Background: an optimization exercise with open tools, aiming at small area, a short achievable clock period and few clock cycles. Do not read the settings as production practice. At most, simulation tests tie the RTL to the original design; equivalence was not proved.

## neuron_pe
module neuron_pe #(
    parameter int N     = 6,
    parameter int BITS  = 16,
    parameter int FRAC  = 8
) (
    input  logic                  clk,
    input  logic                  rst_n,
    input  logic                  load_w,
    input  logic                  start,
    input  logic                  bp,
    input  logic [1:0]            act_sel,
    input  logic [N*BITS-1:0]     x,
    input  logic [N*BITS-1:0]     w,
    input  logic [BITS-1:0]       b,
    input  logic [BITS-1:0]       dz_in,
    input  logic [BITS-1:0]       w_in,
    input  logic [BITS-1:0]       lr,
    output logic                  busy,
    output logic                  done,
    output logic [BITS-1:0]       y,
    output logic [(N+1)*BITS-1:0] w_out
);
For scale: roughly 2,500 cells after synthesis, roughly 370 flip-flops, ~390 I/O pins, about 22,000 um^2 of cells after synthesis.
==> flow/config.mk <==
export PLATFORM = sky130hd
export DESIGN_NAME = neuron_pe
export DESIGN_NICKNAME = neuron_pe
export VERILOG_FILES = /design/flow/design.v
export SDC_FILE = /design/flow/constraint.sdc
export NUM_CORES = 4
export LEC_CHECK = 0
export ABC_AREA = 1
export CAP_MARGIN = 20
export CORE_MARGIN = 2
export CORE_UTILIZATION = 40
export CTS_CLUSTER_DIAMETER = 80
export CTS_CLUSTER_SIZE = 30
export SLEW_MARGIN = 70
==> flow/constraint.sdc <==
create_clock -name core_clock -period 22.0 [get_ports {clk}]
set_input_delay 4.4000 -clock core_clock [delete_from_list [all_inputs] [get_ports {clk}]]
set_output_delay 4.4000 -clock core_clock [all_outputs]
set_load 0.01 [all_outputs]
standard.sh (not shown) runs the stock make flow with config.mk's settings and CLKGATE_MAP_FILE= SYNTH_SCRIPT=/design/flow/synth_recipe.tcl, a recipe that flattens the netlist after the stock synthesis.
==> flow/flow/run.sh <==
#!/bin/bash
# Layout flow: the standard ORFS flow (standard synthesis unchanged), with
# the port buffers that global placement inserts made plain buf_1 cells
# instead of the default delay buffers. Every port still gets its buffer.
set -euo pipefail
export BUFFER_PORTS_ARGS="-buffer_cell sky130_fd_sc_hd__buf_1"
bash standard.sh > standard.log 2>&1
The starting point passed the timing, design-rule and antenna checks.
Rerun with:
--- a/flow/design.v
+++ b/flow/design.v
@@ -49,18 +49,17 @@
     endfunction
     logic         mode;        
     logic [4:0]   cnt;
     logic         zneg;
     logic [1:0]   act_r;
     word_t        store [0:6];
     word_t        xr    [0:5];
     word_t        lr_r;
-    word_t        D;           
-    word_t        ACC;         
+    word_t        D;
     word_t        P;
     logic [23:0]  r0, r1;      
     logic         c8;
     logic [5:0]   sa_x;        
     logic         sa_p;        
     logic         sa_l;        
     logic [5:0]   sb_w;        
     logic         sb_d;        
@@ -77,17 +76,17 @@
     logic [23:0] n_r0, n_r1;
     logic        n_c8;
     always_comb begin
         opa = mux1h7({sa_l, sa_x}, xr[0], xr[1], xr[2], xr[3], xr[4], xr[5], lr_r)
             | ({16{sa_p}} & P);
         opb = mux1h7({sb_d, sb_w}, store[1], store[2], store[3], store[4],
                      store[5], store[6], D)
             | ({16{sb_p}} & P);
-        s_in1 = ({16{s_b}} & store[0]) | ({16{s_d}} & ACC);
+        s_in1 = ({16{s_b}} & store[0]) | ({16{s_d}} & D);
         sum = sadd(s_in1, prod);
     end
     np_pmul_s1 u_s1 (.a(opa), .b(opb), .r0(n_r0), .r1(n_r1), .c8(n_c8));
     np_pmul_s2 u_s2 (.r0(r0), .r1(r1), .c8(c8), .y(prod));
     logic       n_busy, n_mode, n_f, n_b;
     logic [4:0] n_cnt;
     always_comb begin
         if (idle) begin
@@ -149,30 +148,30 @@
         sb_p  <= n_b && nb_bp;
         s_d   <= n_f && n_cnt >= 5'd2;
         s_b   <= (n_f && n_cnt == 5'd1) || n_b;
         f_acc <= n_f && n_cnt >= 5'd1 && n_cnt <= 5'd5;
         b_g   <= n_b && nb_g;
         b_t   <= n_b && nb_t;
     end
     always_ff @(posedge clk) begin
-        if (f_acc)
-            ACC <= sum;
         r0 <= n_r0;
         r1 <= n_r1;
         c8 <= n_c8;
         if (idle) begin
             for (int i = 0; i < 6; i++)
                 xr[i] <= x[i*16 +: 16];
             lr_r  <= lr;
             act_r <= act_sel;
             D     <= dz_in;
             P     <= w_in;
         end else begin
-            if (b_g)
+            if (f_acc)
+                D <= sum;
+            else if (b_g)
                 D <= act_gate(act_r, zneg, prod);
             if (b_t)
                 P <= prod;
         end
     end
     always_ff @(posedge clk or negedge rst_n) begin
         if (!rst_n) begin
             busy <= 1'b0;
Non-clock buffer count went up by 6.
Cell area went down by 0.47%.
Final cell count went up by 2.5%.
Area after synthesis went up by 0.36%.
Clock-buffer cell count went down by 1.
Global-route usage is about the same.
Testbench counts after the change, summed over its fixed seeds: cycles 10,392.
No functional check of the RTL was part of the first run of this note.

==> port drivers added, routing unchanged <==
The flow's constraints put no driver on any port. The routed layouts listed below were extracted and timed again, unchanged, in two steps.
Step 1 sets driving cells, clkbuf_16 on the clock port and buf_2 on the other inputs (assumed; they add their load-dependent delay and slew).
Step 2, shift: input delay + t, output delay - t, t = (earliest + latest rising clock arrival at the registers) / 2. This alone moves slack from input paths to output paths.
Slacks: ideal / step 1 / step 2; pairs: ideal / step 1.
run | t (ns) | setup WS [ns] | worst register clock-pin slew, ns | worst slew at a driven data input, ns
the first run | 0.643 | 16.188 / 16.177 / 15.856 | 0.11 / 0.11 | 0.11
the second run | 0.635 | 16.263 / 16.206 / 15.721 | 0.11 / 0.11 | 0.09
After both steps setup and hold are still met in every run listed. For the second run, which loses most, drivers alone change the setup slack by -0.057 ns; drivers and shift together by -0.542 ns.
